This design comes from an exercise in tuning for small area, a short achievable clock period and few clock cycles on the open sky130 flow, not from production work. Only simulation tests tie the RTL to the original design; equivalence was not proved. Power and IR drop assume default switching activity.

File: flow/run.sh
#!/bin/bash
# synth_recipe.tcl (not shown) runs the flow's synth.tcl, then flattens the netlist and writes it again
# the make line also repeats each setting of config.mk as NAME=value (left out here)
make -C /OpenROAD-flow-scripts/flow DESIGN_CONFIG=/design/flow/config.mk WORK_HOME=/design/flow/orfs CLKGATE_MAP_FILE= SYNTH_SCRIPT=/design/flow/synth_recipe.tcl finish
File: flow/config.mk
export PLATFORM = sky130hd
export DESIGN_NAME = huffman_code_builder
export DESIGN_NICKNAME = huffman_code_builder
export VERILOG_FILES = /design/flow/design.v
export SDC_FILE = /design/flow/constraint.sdc
export NUM_CORES = 4
export LEC_CHECK = 0
export CAP_MARGIN = 20
export CORE_MARGIN = 2
export CORE_UTILIZATION = 50
export CTS_BUF_LIST = sky130_fd_sc_hd__clkbuf_8
export PLACE_DENSITY = 0.6
export SETUP_SLACK_MARGIN = 3.5
export SLEW_MARGIN = 20
export TNS_END_PERCENT = 10
File: flow/constraint.sdc
create_clock -name core_clock -period 6.5 [get_ports {clk}]
set_input_delay 1.3000 -clock core_clock [delete_from_list [all_inputs] [get_ports {clk}]]
set_output_delay 1.3000 -clock core_clock [all_outputs]
set_load 0.01 [all_outputs]
File: flow/design.v
package hcb_pkg;
    localparam int MAX_LEAVES  = 64;
    localparam int WEIGHT_BITS = 12;
    localparam int SYMBOL_W    = 8;
    localparam int CODE_W      = 63;
    localparam int LEN_W       = 6;
    localparam int LEAF_IDX_W  = 6;
    localparam int SUM_W       = 18;
    localparam int IQ_DEPTH    = 32;
    localparam int STORE_W     = 32;
    function automatic logic gt_u12(input logic [11:0] a, input logic [11:0] b);
        logic r;
        r = 1'b0;
        for (int i = 0; i < 12; i++)
        begin
            r = (a[i] & ~b[i]) | ((a[i] | ~b[i]) & r);
        end
        gt_u12 = r;
    endfunction
    function automatic logic gt_u19(input logic [18:0] a, input logic [18:0] b);
        logic r;
        r = 1'b0;
        for (int i = 0; i < 19; i++)
        begin
            r = (a[i] & ~b[i]) | ((a[i] | ~b[i]) & r);
        end
        gt_u19 = r;
    endfunction
    function automatic logic [17:0] add18(input logic [17:0] a, input logic [17:0] b);
        logic [17:0] g, p, gn, pn, x;
        x = a ^ b;
        g = a & b;
        p = x;
        for (int d = 1; d < 18; d = d * 2)
        begin
            gn = g;
            pn = p;
            for (int i = d; i < 18; i++)
            begin
                gn[i] = g[i] | (p[i] & g[i - d]);
                pn[i] = p[i] & p[i - d];
            end
            g = gn;
            p = pn;
        end
        add18 = x ^ {g[16:0], 1'b0};
    endfunction
endpackage
module hcb_ctrl
(
    input  logic [32:0] code_in,
    input  logic [2:0]  pos_hi,      
    input  logic        empty,       
    output logic [31:0] code_out,
    output logic [5:0]  len_out
);
    logic [32:0] s4, s5;
    logic [5:0]  pos;
    always_comb
    begin
        pos = {1'b0, pos_hi, 2'b00};
        s4  = code_in;
        if (s4[1:0] == '0)
        begin
            s4     = s4 >> 2;
            pos[1] = 1'b1;
        end
        s5 = s4;
        if (s5[0] == 1'b0)
        begin
            s5     = s5 >> 1;
            pos[0] = 1'b1;
        end
        if (s5[0] == 1'b0)
        begin
            s5  = s5 >> 1;
            pos = 6'd32;
        end
        if (empty)
        begin
            code_out = '0;
            len_out  = '0;
        end
        else
        begin
            code_out = s5[32:1];
            len_out  = 6'd32 - pos;
        end
    end
endmodule
module hcb_code_unit
#(
    parameter int UNIT = 0
)
(
    input  logic        clk,
    input  logic        init,        
    input  logic        upd_v,
    input  logic        a_leaf_hit,  
    input  logic        b_leaf_hit,  
    input  logic [6:0]  upd_a,       
    input  logic [6:0]  upd_b,
    input  logic [5:0]  upd_j,       
    output logic [32:0] code
);
    logic        grp_int;            
    logic [5:0]  grp;                
    logic        hit_a, hit_b;
    assign hit_a = grp_int ? (upd_a[6] && (upd_a[5:0] == grp)) : a_leaf_hit;
    assign hit_b = grp_int ? (upd_b[6] && (upd_b[5:0] == grp)) : b_leaf_hit;
    always_ff @(posedge clk)
    begin
        if (init)
        begin
            grp_int <= 1'b0;
        end
        else if (upd_v && (hit_a || hit_b))
        begin
            grp_int <= 1'b1;
        end
        if (upd_v && (hit_a || hit_b))
        begin
            grp  <= upd_j;
            code <= grp_int ? {hit_b, code[32:1]} : {hit_b, 1'b1, 31'b0};
        end
    end
endmodule
module huffman_code_builder_core
(
    input  logic        clk,
    input  logic        rst_n,
    input  logic        leaf_valid,
    output logic        leaf_ready,
    input  logic [7:0]  leaf_symbol,
    input  logic [11:0] leaf_weight,
    input  logic        leaf_last,
    output logic        code_valid,
    input  logic        code_ready,
    output logic [7:0]  code_symbol,
    output logic [62:0] code_bits,
    output logic [5:0]  code_length,
    output logic        code_overflowed,
    output logic        code_last
);
    localparam int N  = hcb_pkg::MAX_LEAVES;
    localparam int WB = hcb_pkg::WEIGHT_BITS;
    localparam int SW = hcb_pkg::SUM_W;
    localparam int QD = hcb_pkg::IQ_DEPTH;
    typedef enum logic [1:0] {
        FE_LOAD,
        FE_FULL,
        FE_BUILD
    } fe_t;
    fe_t         fe_q, fe_d;
    logic        rdy_q;
    logic [6:0]  cnt_q, cnt_d;       
    logic        ovf_q, ovf_d;
    logic        take, store;
    logic        in_v_q;
    logic [WB-1:0] in_w_q;
    logic [5:0]  in_id_q;
    logic        ins_v_q;            
    logic [WB-1:0] ins_w_q;
    logic [5:0]  ins_id_q;
    logic [7:0]  in_sym_q, ins_sym_q;
    logic [5:0]  sym_wp_q, sym_rp_q;   
    logic [6:0]  nb_q;
    logic        ovfb_q;
    logic [5:0]  j_q;                
    logic [5:0]  ihx_q;              
    logic [5:0]  ih_c;               
    logic        em_busy_q, em_busy_d;   
    logic        pend_q, pend_d;         
    logic [5:0]  rd_ptr_q, rd_ptr_d;
    logic [6:0]  ne_q;
    logic        ovfe_q, onee_q;
    logic        done_ev, last_rd, start_new, rd_fire;
    logic        build_start, build_one, merging, last_merge, clear_q;
    assign take  = leaf_valid && rdy_q;
    assign store = take && !cnt_q[6];
    assign build_start = (fe_q == FE_FULL) && !in_v_q && !pend_q &&
                         (!em_busy_q || ({1'b0, rd_ptr_q} >= cnt_q));
    assign build_one   = build_start && (cnt_q == 7'd1);
    assign merging     = (fe_q == FE_BUILD);
    assign last_merge  = merging && ({1'b0, j_q} == nb_q - 7'd2);
    assign clear_q     = build_one || last_merge;
    always_comb
    begin
        fe_d  = fe_q;
        cnt_d = cnt_q;
        ovf_d = ovf_q;
        unique case (fe_q)
            FE_LOAD:
            begin
                if (take && leaf_last)
                begin
                    fe_d = FE_FULL;
                end
            end
            FE_FULL:
            begin
                if (build_start)
                begin
                    fe_d = build_one ? FE_LOAD : FE_BUILD;
                end
            end
            default:
            begin
                if (last_merge)
                begin
                    fe_d = FE_LOAD;
                end
            end
        endcase
        if (build_start)
        begin
            cnt_d = '0;
            ovf_d = 1'b0;
        end
        else if (take)
        begin
            if (cnt_q[6])
            begin
                ovf_d = 1'b1;
            end
            else
            begin
                cnt_d = cnt_q + 7'd1;
            end
        end
    end
    logic rdy_d;
    logic [6:0] occ_q, occ_d;        
    assign occ_d = occ_q + {6'd0, store} - {6'd0, rd_fire};
    assign rdy_d = (fe_d == FE_LOAD) && (cnt_d[6] || !occ_d[6]);
    always_ff @(posedge clk or negedge rst_n)
    begin
        if (!rst_n)
        begin
            fe_q   <= FE_LOAD;
            rdy_q  <= 1'b0;
            cnt_q  <= '0;
            ovf_q  <= 1'b0;
            in_v_q <= 1'b0;
            ins_v_q <= 1'b0;
        end
        else
        begin
            fe_q   <= fe_d;
            rdy_q  <= rdy_d;
            cnt_q  <= cnt_d;
            ovf_q  <= ovf_d;
            in_v_q <= store;
            ins_v_q <= in_v_q;
        end
    end
    always_ff @(posedge clk)
    begin
        in_w_q   <= leaf_weight;
        in_id_q  <= cnt_q[5:0];
        ins_w_q  <= in_w_q;
        ins_id_q <= in_id_q;
        in_sym_q <= leaf_symbol;
        ins_sym_q <= in_sym_q;
    end
    logic [7:0] sym_mem [N];
    always_ff @(posedge clk)
    begin
        if (ins_v_q)
        begin
            sym_mem[sym_wp_q] <= ins_sym_q;
        end
    end
    always_ff @(posedge clk or negedge rst_n)
    begin
        if (!rst_n)
        begin
            sym_wp_q <= '0;
            sym_rp_q <= '0;
            occ_q    <= '0;
        end
        else
        begin
            if (ins_v_q)
            begin
                sym_wp_q <= sym_wp_q + 6'd1;
            end
            if (rd_fire)
            begin
                sym_rp_q <= sym_rp_q + 6'd1;
            end
            occ_q <= occ_d;
        end
    end
    logic          lv_q  [N];
    logic [WB-1:0] lw_q  [N];
    logic [5:0]    lid_q [N];
    logic [N-1:0]  gt;
    logic [1:0]    pop_l, pop_i;     
    logic [1:0]    pl_q;             
    logic          pq1, pq2;         
    logic          push_q;           
    logic          pi2_q, pix_q;
    logic          hpl_q, hpi_q;
    logic [1:0]    pih;              
    logic [SW-1:0] sum_q;            
    logic          qv_q [QD];
    logic [SW-1:0] qw_q [QD];
    logic [QD-1:0] q_sv, q_pv;       
    logic [SW-1:0] q_sw [QD];
    assign pq2 = pi2_q;
    assign pq1 = push_q && !pix_q;
    always_comb
    begin
        for (int i = 0; i < QD; i++)
        begin
            logic s1v, s2v, p1v, p2v;
            s1v = (i + 1 < QD) ? qv_q[(i + 1) % QD] : 1'b0;
            s2v = (i + 2 < QD) ? qv_q[(i + 2) % QD] : 1'b0;
            p1v = (i == 0) ? 1'b1 : qv_q[(i + QD - 1) % QD];
            p2v = (i == 0) ? 1'b1 : s1v;
            unique case ({pq2, pq1})
                2'b01:
                begin
                    q_sv[i] = s1v;
                    q_pv[i] = (i == 0) ? 1'b1 : qv_q[i];
                    q_sw[i] = qw_q[(i + 1) % QD];
                end
                2'b10:
                begin
                    q_sv[i] = s2v;
                    q_pv[i] = (i == 0) ? 1'b1 : s1v;
                    q_sw[i] = qw_q[(i + 2) % QD];
                end
                default:
                begin
                    q_sv[i] = qv_q[i];
                    q_pv[i] = p1v;
                    q_sw[i] = qw_q[i];
                end
            endcase
        end
    end
    logic [N-1:0]  gt_q, cmp;
    logic          cmp_new;
    always_comb
    begin
        for (int i = 0; i < N; i++)
        begin
            cmp[i] = !lv_q[i] || hcb_pkg::gt_u12(lw_q[i], in_w_q);
        end
        cmp_new = hcb_pkg::gt_u12(ins_w_q, in_w_q);
        for (int i = 0; i < N; i++)
        begin
            if (!ins_v_q)
            begin
                gt[i] = cmp[i];
            end
            else if (i > 0 && gt_q[(i + N - 1) % N])
            begin
                gt[i] = cmp[(i + N - 1) % N];
            end
            else if (gt_q[i])
            begin
                gt[i] = cmp_new;
            end
            else
            begin
                gt[i] = cmp[i];
            end
        end
    end
    always_ff @(posedge clk)
    begin
        gt_q <= gt;
    end
    always_ff @(posedge clk or negedge rst_n)
    begin
        if (!rst_n)
        begin
            for (int i = 0; i < N; i++)
            begin
                lv_q[i] <= 1'b0;
            end
            for (int i = 0; i < QD; i++)
            begin
                qv_q[i] <= 1'b0;
            end
            pl_q   <= '0;
            push_q <= 1'b0;
            pi2_q  <= 1'b0;
            pix_q  <= 1'b0;
            hpl_q  <= 1'b0;
            hpi_q  <= 1'b0;
        end
        else
        begin
            for (int i = 0; i < N; i++)
            begin
                if (clear_q)
                begin
                    lv_q[i] <= 1'b0;
                end
                else if (merging)
                begin
                    if (pl_q == 2'd1)
                    begin
                        lv_q[i] <= (i + 1 < N) ? lv_q[(i + 1) % N] : 1'b0;
                    end
                    else if (pl_q == 2'd2)
                    begin
                        lv_q[i] <= (i + 2 < N) ? lv_q[(i + 2) % N] : 1'b0;
                    end
                end
                else if (ins_v_q && gt_q[i])
                begin
                    lv_q[i] <= (i > 0 && gt_q[(i + N - 1) % N]) ? lv_q[(i + N - 1) % N] : 1'b1;
                end
            end
            for (int i = 0; i < QD; i++)
            begin
                if (clear_q)
                begin
                    qv_q[i] <= 1'b0;
                end
                else if (merging)
                begin
                    qv_q[i] <= q_sv[i] || (push_q && q_pv[i]);
                end
            end
            pl_q   <= (merging && !clear_q) ? pop_l : 2'd0;
            push_q <= merging && !clear_q;
            pi2_q  <= merging && !clear_q && (pop_i == 2'd2);
            pix_q  <= merging && !clear_q && (pop_i != 2'd1);
            hpl_q  <= merging && !clear_q && (pop_l != 2'd0);
            hpi_q  <= merging && !clear_q && (pop_i != 2'd0);
        end
    end
    always_ff @(posedge clk)
    begin
        for (int i = 0; i < N; i++)
        begin
            if (merging)
            begin
                if (pl_q == 2'd1)
                begin
                    lw_q[i]  <= lw_q[(i + 1) % N];
                    lid_q[i] <= lid_q[(i + 1) % N];
                end
                else if (pl_q == 2'd2)
                begin
                    lw_q[i]  <= lw_q[(i + 2) % N];
                    lid_q[i] <= lid_q[(i + 2) % N];
                end
            end
            else if (ins_v_q && gt_q[i])
            begin
                if (i > 0 && gt_q[(i + N - 1) % N])
                begin
                    lw_q[i]  <= lw_q[(i + N - 1) % N];
                    lid_q[i] <= lid_q[(i + N - 1) % N];
                end
                else
                begin
                    lw_q[i]  <= ins_w_q;
                    lid_q[i] <= ins_id_q;
                end
            end
        end
        for (int i = 0; i < QD; i++)
        begin
            if (merging)
            begin
                qw_q[i] <= q_sv[i] ? q_sw[i] : sum_q;
            end
        end
        sum_q <= sum;
    end
    logic          hl0_v, hl1_v, ha0_v, ha1_v;
    logic [WB-1:0] hl0_w, hl1_w;
    logic [5:0]    hl0_id, hl1_id;
    logic [SW-1:0] ha0_w, ha1_w;
    logic          hi0_v, hi1_v;
    logic [SW-1:0] hi0_w, hi1_w;
    logic          c00, c10, c01;
    logic [SW-1:0] sum;
    logic [6:0]    m_a, m_b;
    always_comb
    begin
        if (hpl_q && hpi_q)
        begin
            hl0_v = lv_q[1]; hl0_w = lw_q[1]; hl0_id = lid_q[1];
            hl1_v = lv_q[2]; hl1_w = lw_q[2]; hl1_id = lid_q[2];
        end
        else if (hpl_q)
        begin
            hl0_v = lv_q[2]; hl0_w = lw_q[2]; hl0_id = lid_q[2];
            hl1_v = lv_q[3]; hl1_w = lw_q[3]; hl1_id = lid_q[3];
        end
        else
        begin
            hl0_v = lv_q[0]; hl0_w = lw_q[0]; hl0_id = lid_q[0];
            hl1_v = lv_q[1]; hl1_w = lw_q[1]; hl1_id = lid_q[1];
        end
        if (hpl_q && hpi_q)
        begin
            ha0_v = qv_q[1]; ha0_w = qw_q[1];
            ha1_v = qv_q[2]; ha1_w = qw_q[2];
        end
        else if (hpi_q)
        begin
            ha0_v = qv_q[2]; ha0_w = qw_q[2];
            ha1_v = qv_q[3]; ha1_w = qw_q[3];
        end
        else
        begin
            ha0_v = qv_q[0]; ha0_w = qw_q[0];
            ha1_v = qv_q[1]; ha1_w = qw_q[1];
        end
        hi0_v = ha0_v || push_q;
        hi0_w = ha0_v ? ha0_w : sum_q;
        hi1_v = ha1_v || (ha0_v && push_q);
        hi1_w = ha1_v ? ha1_w : sum_q;
    end
    logic hi0_big, hi1_big;
    assign hi0_big = (hi0_w[SW-1:WB] != '0);
    assign hi1_big = (hi1_w[SW-1:WB] != '0);
    assign c00 = !hi0_v || (hl0_v && (hi0_big || !hcb_pkg::gt_u12(hl0_w, hi0_w[WB-1:0])));
    assign c10 = !hi0_v || (hl1_v && (hi0_big || !hcb_pkg::gt_u12(hl1_w, hi0_w[WB-1:0])));
    assign c01 = !hi1_v || (hl0_v && (hi1_big || !hcb_pkg::gt_u12(hl0_w, hi1_w[WB-1:0])));
    logic [SW-1:0] s_ll, s_li, s_ii;
    assign s_ll = hcb_pkg::add18(SW'(hl0_w), SW'(hl1_w));
    assign s_li = hcb_pkg::add18(SW'(hl0_w), hi0_w);
    assign s_ii = hcb_pkg::add18(hi0_w, hi1_w);
    always_comb
    begin
        if (c00)
        begin
            if (c10)
            begin
                pop_l = 2'd2;
                pop_i = 2'd0;
                sum   = s_ll;
            end
            else
            begin
                pop_l = 2'd1;
                pop_i = 2'd1;
                sum   = s_li;
            end
        end
        else
        begin
            if (c01)
            begin
                pop_l = 2'd1;
                pop_i = 2'd1;
                sum   = s_li;
            end
            else
            begin
                pop_l = 2'd0;
                pop_i = 2'd2;
                sum   = s_ii;
            end
        end
    end
    logic          ud_c00_q, ud_c10_q, ud_c01_q;
    logic [5:0]    ud_l0_q, ud_l1_q, ud_ih_q;
    always_ff @(posedge clk)
    begin
        ud_c00_q <= c00;
        ud_c10_q <= c10;
        ud_c01_q <= c01;
        ud_l0_q  <= hl0_id;
        ud_l1_q  <= hl1_id;
        ud_ih_q  <= ih_c;
    end
    always_comb
    begin
        if (ud_c00_q)
        begin
            m_a = {1'b0, ud_l0_q};
            m_b = ud_c10_q ? {1'b0, ud_l1_q} : {1'b1, ud_ih_q};
        end
        else
        begin
            m_a = {1'b1, ud_ih_q};
            m_b = ud_c01_q ? {1'b0, ud_l0_q} : {1'b1, ud_ih_q + 6'd1};
        end
    end
    assign pih   = {hpi_q && !hpl_q, hpi_q && hpl_q};
    assign ih_c  = ihx_q + {4'd0, pih};
    always_ff @(posedge clk)
    begin
        if (build_start)
        begin
            nb_q   <= cnt_q;
            ovfb_q <= ovf_q;
            j_q    <= '0;
            ihx_q  <= '0;
        end
        else if (merging)
        begin
            j_q  <= j_q + 6'd1;
            ihx_q <= ih_c;
        end
    end
    logic        upd_v_q, upd_last_q;
    logic [6:0]  upd_a_q, upd_b_q;
    logic [5:0]  upd_j_q;
    logic [N-1:0] a_dec, b_dec;
    logic [32:0] unit_code [N];
    always_ff @(posedge clk or negedge rst_n)
    begin
        if (!rst_n)
        begin
            upd_v_q    <= 1'b0;
            upd_last_q <= 1'b0;
        end
        else
        begin
            upd_v_q    <= merging;
            upd_last_q <= last_merge;
        end
    end
    assign upd_a_q = m_a;
    assign upd_b_q = m_b;
    always_ff @(posedge clk)
    begin
        upd_j_q <= j_q;
    end
    always_comb
    begin
        for (int u = 0; u < N; u++)
        begin
            a_dec[u] = (upd_a_q == {1'b0, 6'(u)});
            b_dec[u] = (upd_b_q == {1'b0, 6'(u)});
        end
    end
    for (genvar u = 0; u < N; u++)
    begin : g_unit
        hcb_code_unit #(.UNIT(u)) u_unit (
            .clk        (clk),
            .init       (build_start),
            .upd_v      (upd_v_q),
            .a_leaf_hit (a_dec[u]),
            .b_leaf_hit (b_dec[u]),
            .upd_a      (upd_a_q),
            .upd_b      (upd_b_q),
            .upd_j      (upd_j_q),
            .code       (unit_code[u])
        );
    end
    logic [N-1:0] rd_oh_q;           
    logic        a_v_q;
    logic [32:0] a_code_q;
    logic [7:0]  a_sym_q;
    logic        a_last_q, a_ovf_q, a_one_q;
    logic        p_v_q;
    logic [32:0] p_code_q;
    logic [2:0]  p_pos_q;
    logic [7:0]  p_sym_q;
    logic        p_last_q, p_ovf_q, p_one_q;
    logic        o_v_q;
    logic [7:0]  o_sym_q;
    logic [31:0] o_code_q;
    logic [5:0]  o_len_q;
    logic        o_last_q, o_ovf_q;
    logic        p_load, a_load;
    logic        s_v_q;
    logic [7:0]  s_sym_q;
    logic [31:0] s_code_q;
    logic [5:0]  s_len_q;
    logic        s_last_q, s_ovf_q;
    logic        push_ok, push, pop;
    logic [31:0] f_code;
    logic [5:0]  f_len;
    logic [32:0] rd_code, n_code;
    logic [7:0]  rd_sym;
    logic [2:0]  n_pos;
    logic        at_last;
    assign push_ok = !s_v_q;
    assign push    = p_v_q && push_ok;
    assign pop     = o_v_q && code_ready;
    assign p_load  = !p_v_q || push_ok;
    assign a_load  = !a_v_q || p_load;
    assign rd_fire = em_busy_q && a_load;
    assign at_last = ({1'b0, rd_ptr_q} == ne_q - 7'd1);
    assign last_rd = rd_fire && at_last;
    assign done_ev   = build_one || (upd_v_q && upd_last_q);
    assign start_new = (done_ev && (!em_busy_q || last_rd)) || (pend_q && last_rd);
    always_comb
    begin
        pend_d    = pend_q ? !last_rd : (done_ev && em_busy_q && !last_rd);
        em_busy_d = start_new || (em_busy_q && !last_rd);
        if (start_new)
        begin
            rd_ptr_d = '0;
        end
        else if (rd_fire)
        begin
            rd_ptr_d = rd_ptr_q + 6'd1;
        end
        else
        begin
            rd_ptr_d = rd_ptr_q;
        end
    end
    always_ff @(posedge clk or negedge rst_n)
    begin
        if (!rst_n)
        begin
            em_busy_q <= 1'b0;
            pend_q    <= 1'b0;
            rd_ptr_q  <= '0;
            a_v_q     <= 1'b0;
            p_v_q     <= 1'b0;
            o_v_q     <= 1'b0;
            s_v_q     <= 1'b0;
        end
        else
        begin
            em_busy_q <= em_busy_d;
            pend_q    <= pend_d;
            rd_ptr_q  <= rd_ptr_d;
            if (a_load)
            begin
                a_v_q <= rd_fire;
            end
            if (p_load)
            begin
                p_v_q <= a_v_q;
            end
            if (!o_v_q || pop)
            begin
                o_v_q <= s_v_q || push;
                s_v_q <= s_v_q && push;
            end
            else
            begin
                s_v_q <= s_v_q || push;
            end
        end
    end
    always_ff @(posedge clk)
    begin
        if (start_new)
        begin
            ne_q    <= build_one ? cnt_q : nb_q;
            ovfe_q  <= build_one ? ovf_q : ovfb_q;
            onee_q  <= build_one || (nb_q == 7'd1);
            rd_oh_q <= {{(N-1){1'b0}}, 1'b1};
        end
        else if (rd_fire)
        begin
            rd_oh_q <= {rd_oh_q[N-2:0], 1'b0};
        end
    end
    always_comb
    begin
        rd_code = '0;
        rd_sym  = '0;
        for (int u = 0; u < N; u++)
        begin
            rd_code = rd_code | ({33{rd_oh_q[u]}} & unit_code[u]);
            rd_sym  = rd_sym  | ({8{sym_rp_q == 6'(u)}} & sym_mem[u]);
        end
    end
    always_comb
    begin
        logic [7:0] z;
        for (int k = 0; k < 8; k++)
        begin
            z[k] = (a_code_q[4*k +: 4] == 4'd0);
        end
        n_pos[2] = &z[3:0];
        n_pos[1] = n_pos[2] ? &z[5:4] : &z[1:0];
        unique case (n_pos[2:1])
            2'b00:   n_pos[0] = z[0];
            2'b01:   n_pos[0] = z[2];
            2'b10:   n_pos[0] = z[4];
            default: n_pos[0] = z[6];
        endcase
        n_code = a_code_q >> {n_pos, 2'b00};
    end
    always_ff @(posedge clk)
    begin
        if (rd_fire)
        begin
            a_code_q <= rd_code;
            a_sym_q  <= rd_sym;
            a_last_q <= at_last;
            a_ovf_q  <= ovfe_q;
            a_one_q  <= onee_q;
        end
        if (p_load && a_v_q)
        begin
            p_code_q <= n_code;
            p_pos_q  <= n_pos;
            p_sym_q  <= a_sym_q;
            p_last_q <= a_last_q;
            p_ovf_q  <= a_ovf_q;
            p_one_q  <= a_one_q;
        end
        if (!o_v_q || pop)
        begin
            if (s_v_q)
            begin
                o_sym_q  <= s_sym_q;
                o_code_q <= s_code_q;
                o_len_q  <= s_len_q;
                o_last_q <= s_last_q;
                o_ovf_q  <= s_ovf_q;
            end
            else if (push)
            begin
                o_sym_q  <= p_sym_q;
                o_code_q <= f_code;
                o_len_q  <= f_len;
                o_last_q <= p_last_q;
                o_ovf_q  <= p_ovf_q;
            end
        end
        if (push && (s_v_q || (o_v_q && !pop)))
        begin
            s_sym_q  <= p_sym_q;
            s_code_q <= f_code;
            s_len_q  <= f_len;
            s_last_q <= p_last_q;
            s_ovf_q  <= p_ovf_q;
        end
    end
    hcb_ctrl u_fmt (
        .code_in  (p_code_q),
        .pos_hi   (p_pos_q),
        .empty    (p_one_q),
        .code_out (f_code),
        .len_out  (f_len)
    );
    assign leaf_ready      = rdy_q;
    assign code_valid      = o_v_q;
    assign code_symbol     = o_sym_q;
    assign code_bits       = {31'd0, o_code_q};
    assign code_length     = o_len_q;
    assign code_overflowed = o_ovf_q;
    assign code_last       = o_last_q;
endmodule
module huffman_code_builder
(
    input  logic                clk,
    input  logic                rst_n,
    input  logic                leaf_valid,
    output logic                leaf_ready,
    input  logic [7:0]          leaf_symbol,
    input  logic [11:0]         leaf_weight,
    input  logic                leaf_last,
    output logic                code_valid,
    input  logic                code_ready,
    output logic [7:0]          code_symbol,
    output logic [62:0]         code_bits,
    output logic [5:0]          code_length,
    output logic                code_overflowed,
    output logic                code_last
);
    huffman_code_builder_core u_core (
        .clk             (clk),
        .rst_n           (rst_n),
        .leaf_valid      (leaf_valid),
        .leaf_ready      (leaf_ready),
        .leaf_symbol     (leaf_symbol),
        .leaf_weight     (leaf_weight),
        .leaf_last       (leaf_last),
        .code_valid      (code_valid),
        .code_ready      (code_ready),
        .code_symbol     (code_symbol),
        .code_bits       (code_bits),
        .code_length     (code_length),
        .code_overflowed (code_overflowed),
        .code_last       (code_last)
    );
endmodule
==> results.txt <==
## worst max-delay path: stages (launching register included)
cell	delay [ns]
sky130_fd_sc_hd__dfxtp_2	0.55
sky130_fd_sc_hd__buf_4	0.37
sky130_fd_sc_hd__a22o_1	0.41
sky130_fd_sc_hd__a221oi_1	1.01
sky130_fd_sc_hd__nand4_1	0.17
sky130_fd_sc_hd__or4_1	0.83
## path summary, 6_finish.rpt
| kind | cells past startpoint | start | endpoint | slack [ns] |
|---|---|---|---|---|
| worst max-delay path | 5 | u_core.rd_oh_q[14] | u_core.a_code_q[19] | 2.73 |
| worst min-delay path | 1 | leaf_symbol[4] | u_core.in_sym_q[4] | 0.29 |
| worst max register to register | 5 | u_core.rd_oh_q[14] | u_core.a_code_q[19] | 2.73 |
| worst min register to register | 0 | u_core.in_id_q[4] | u_core.ins_id_q[4] | 0.32 |
| max in group asynchronous | 3 | rst_n | u_core.qv_q[0] | 4.70 |
| min in group asynchronous | 2 | rst_n | u_core.lv_q[23] | 0.46 |
## metal layers
metal  vias up  wire, µm  part of all wire  global-route usage
met5         -      1317            0.0011            0.005607
met4        68     68850             0.060              0.1678
met3      3056    160800              0.14              0.1394
met2     15370    484700              0.42              0.5559
met1    109100    430000              0.38              0.5015
li1      90410         -                 -                   -
## power by group through the flow
stage          Sequential (µW)  Combinational (µW)  Clock, µW
2_1_floorplan            60000               46800          0
3_3_place_gp             68100               63600          0
3_5_place_dp             68000               64600          0
4_1_cts                  67300               72000      29800
5_1_grt                  68500               81800      31200
6_report                 68100               77000      29700
## cell families (layout without fill, tap and decap cells)
logic type | after synthesis | count (layout) | synth area share
AND/OR/NAND/NOR | 6613 | 6622 | 0.1312
adder cells (fa/ha/maj) | 199 | 199 | 0.008242
buffers and inverters | 2424 | 3416 | 0.03400
multiplexers | 2079 | 2079 | 0.07551
XOR/XNOR | 860 | 860 | 0.02719
flip-flops | 5390 | 5390 | 0.5707
other | 1 | 94 | 0.00001354
AO/OA/AOI/OAI | 6119 | 6143 | 0.1532
## area by class of cell
| class | instances | area, µm² |
|---|---|---|
| clock buffer | 973 | 13390 |
| tap | 7287 | 9117 |
| fill | 45700 | 233800 |
| timing repair inverter | 2 | 25.02 |
| inverter | 315 | 1305 |
| sequential | 5390 | 158500 |
| antenna | 63 | 157.7 |
| multi-input combinational | 15930 | 115600 |
| timing repair buffer | 1390 | 16740 |
| clock inverter | 736 | 3734 |
## cell usage after synthesis (31+ instances only)
cell type | n | share of area
sky130_fd_sc_hd__o31ai_1 | 90 | 0.0024
sky130_fd_sc_hd__a221oi_1 | 712 | 0.023
sky130_fd_sc_hd__o211ai_1 | 76 | 0.0021
sky130_fd_sc_hd__a31oi_1 | 72 | 0.0016
sky130_fd_sc_hd__dfxtp_1 | 301 | 0.022
sky130_fd_sc_hd__nor3b_1 | 80 | 0.0022
sky130_fd_sc_hd__o211a_1 | 69 | 0.0025
sky130_fd_sc_hd__nand4_1 | 257 | 0.0058
sky130_fd_sc_hd__dfrtp_1 | 149 | 0.013
sky130_fd_sc_hd__maj3_1 | 96 | 0.0035
sky130_fd_sc_hd__nor2b_1 | 1258 | 0.028
sky130_fd_sc_hd__xnor2_1 | 401 | 0.013
sky130_fd_sc_hd__o2111ai_1 | 31 | 0.00098
sky130_fd_sc_hd__and2_1 | 2006 | 0.045
sky130_fd_sc_hd__mux2_2 | 81 | 0.0033
sky130_fd_sc_hd__o21ai_0 | 802 | 0.014
sky130_fd_sc_hd__buf_2 | 100 | 0.0018
sky130_fd_sc_hd__mux2i_1 | 1996 | 0.072
sky130_fd_sc_hd__nand3b_1 | 75 | 0.0020
sky130_fd_sc_hd__a21oi_1 | 1621 | 0.029
sky130_fd_sc_hd__xor2_1 | 459 | 0.015
sky130_fd_sc_hd__nand2_1 | 1213 | 0.016
sky130_fd_sc_hd__o221ai_1 | 88 | 0.0028
sky130_fd_sc_hd__nor3_1 | 272 | 0.0049
sky130_fd_sc_hd__nor2_1 | 741 | 0.010
sky130_fd_sc_hd__a22o_1 | 660 | 0.021
sky130_fd_sc_hd__nand3_1 | 235 | 0.0042
sky130_fd_sc_hd__a22oi_1 | 48 | 0.0013
sky130_fd_sc_hd__nand2b_1 | 247 | 0.0056
sky130_fd_sc_hd__edfxtp_1 | 4940 | 0.54
sky130_fd_sc_hd__a21o_1 | 121 | 0.0033
sky130_fd_sc_hd__or4_1 | 56 | 0.0015
sky130_fd_sc_hd__inv_1 | 301 | 0.0041
sky130_fd_sc_hd__a311oi_1 | 60 | 0.0019
sky130_fd_sc_hd__o21a_1 | 76 | 0.0021
sky130_fd_sc_hd__clkbuf_1 | 1722 | 0.023
sky130_fd_sc_hd__nand4b_1 | 57 | 0.0018
sky130_fd_sc_hd__ha_1 | 95 | 0.0043
sky130_fd_sc_hd__buf_4 | 44 | 0.0012
sky130_fd_sc_hd__a211oi_1 | 1188 | 0.032
sky130_fd_sc_hd__o31a_1 | 84 | 0.0027
sky130_fd_sc_hd__buf_1 | 239 | 0.0032
## state kept, by name, indices dropped and copies added (netlist names), 384 cells and up
register	flops
u_core.g_unit.u_unit.code	2112
u_core.lw_q	768
u_core.qw_q	576
u_core.sym_mem	512
u_core.g_unit.u_unit.grp	384
u_core.lid_q	384
## timing repair
| action | in CTS | in global routing |
|---|---|---|
| hold buffers | 1 | 0 |
| setup buffers | 354 | 231 |
| resized for setup | 839 | 723 |
| pin swaps | 132 | 228 |
| gates cloned | 93 | 77 |
| hold endpoints to repair | 43 | 0 |
| setup endpoints to repair | 5430 | 5584 |
## metrics by stage
step | cell area, µm² | power, µW | worst slack [ns] | instances | hold WS (ns)
2_1_floorplan | 277700 | 106800 | 2.926 | 23720 | 0.3096
3_3_place_gp | 285100 | 131700 | 1.652 | 29560 | 0.3097
3_5_place_dp | 285200 | 132600 | 1.630 | 29560 | 0.3118
4_1_cts | 311200 | 169000 | 2.999 | 31720 | 0.2158
5_1_grt | 318400 | 181600 | 2.868 | 32030 | 0.2629
6_report | 318600 | 174900 | 2.735 | 32090 | 0.2908
==> reports/qor.txt <==
EDFF count, synth: 4940
CP startpoint kind: flop
Sum of negative setup slack: 0 ns
Result of the run: complete, no violations
Clock period minus final worst setup slack: 3.765 ns
Number of design-rule violations left by the first detailed-router iteration: 32370
Sink count of the clock tree: 5390
Die Area: 0.5600 mm²
Syn. warnings: 79
Leading register cell type out of synthesis: sky130_fd_sc_hd__edfxtp_1
Cell area after synthesis: 0.2770 mm²
Vias in the first global route: 200600
Worst relative slew slack: 0.1345
Drt first pass iters: 10
Commonest cells after routing, fill and taps aside: sky130_fd_sc_hd__edfxtp_1 (4940), sky130_fd_sc_hd__and2_1 (2002), sky130_fd_sc_hd__mux2i_1 (1977)
CP Max Fanout: 20
Flop pwr share: 0.390
Final core area utilization: 0.5767
TritonCTS buffer count: 912
Overall track demand over capacity in global routing: 0.3785
Number of nets with antenna violations after routing: 0
Number of remaining DRC errors: 0
Fraction of the yosys area taken by sequential cells: 0.5707
Number of antenna violations at the first check in global routing: 99
Synth Register Bits: 5390
Number of pins with negative max-slew slack in the final report: 0
Required @ worst endpoint: 7.61 ns
Switching Power: 76900 µW
Pin slew with the least headroom to its limit: 1.298 ns
Worst clock skew: 0.1688 ns
Row count: 273
Design internal power: 97990 µW
Starting utilization of the core area: 0.5016
Net switching share of the total power: 0.4397
CTS tree: built
Worst min-delay path class: in -> reg
Final weighted congestion in routability-driven placement: 1.022
Per-instance average area after synthesis: 11.70 µm²
Gate count of the mapped netlist: 23690
Io pins: 106
Number of hold violations in the final report: 0
Wire length of the first global-routing pass: 1541000 µm
Final clock period utilization by the worst path: 0.5793
Lkg Pwr: 0.1075 µW
Number of nets in the layout: 24070
Max IR drop VDD: 458.1 µV
Number of buffers inserted by port buffering: 74
Count of final setup violators: 0
RSZ-0062 raised after global routing: true
Total Wirelength: 1146000 µm
Area of the core region: 0.5523 mm²
Signal arrival time at the worst endpoint: 4.88 ns
Clock Latency Late Sink: 1.49 ns
Post-DR vias/cell: 6.793
Most common cell after layout, fill and taps aside: sky130_fd_sc_hd__edfxtp_1
Detailed Place HPWL: 711000 µm
Layout overhead on the synthesized area: 14.99%
Proportion of layout cells with a drive suffix above 1: 0.1484
Type of destination of the critical path: flop
Cell Pwr Density: 549.0 mW/mm²
Buffers from clock root to sink, at most: 4
Number of vias in the routed layout: 218000
Clock root cell: sky130_fd_sc_hd__clkbuf_8
Class of the most critical setup path: reg -> reg
Part of the total power dissipated in combinational logic: 0.441
Clock network fraction of design power: 0.170
Worst-path clk slew: 0.06 ns
Maximum number of pins on one net before global-route repair: 230
Global route total overflow: 0
Number of levels in the clock H-tree: 6
Yosys cell types: 102
Async S/R FF share, synth: 0.02764
Max-cap viol count: 0
Average wire per cell in the routed design: 35.70 µm
Chip width: 748.4 µm
Height of the die: 748.4 µm
Maximum frequency from static timing analysis: 265.6 MHz
Testbench counts, summed over its fixed seeds: cycles 5,720.

==> static timing again, ports no longer ideal <==
How much do the figures lean on ideal ports? The routed layout below was timed once more, with nothing changed but the port constraints. Step 1 (the two cells are an assumption about what drives the block):
set clk [get_ports {clk}]
set_driving_cell -lib_cell sky130_fd_sc_hd__clkbuf_16 $clk
set_driving_cell -lib_cell sky130_fd_sc_hd__buf_2 [delete_from_list [all_inputs] $clk]
Step 2, shift: input delay + t, output delay - t, t = (earliest + latest rising clock arrival at the registers) / 2. This alone moves slack from input paths to output paths. Slacks: ideal / step 1 / step 2; pairs: ideal / step 1.
shift t [ns]: 1.550
slack for setup (ns): 2.735 / 2.735 / 2.093
hold WS [ns]: 0.291 / 0.184 / 0.320
worst setup path after step 2: input to register
worst register clock-pin slew, ns: 0.07 / 0.07
After both steps this run still meets setup and hold. For this run, drivers alone change the setup slack by 0.000 ns; drivers and shift together by -0.642 ns.
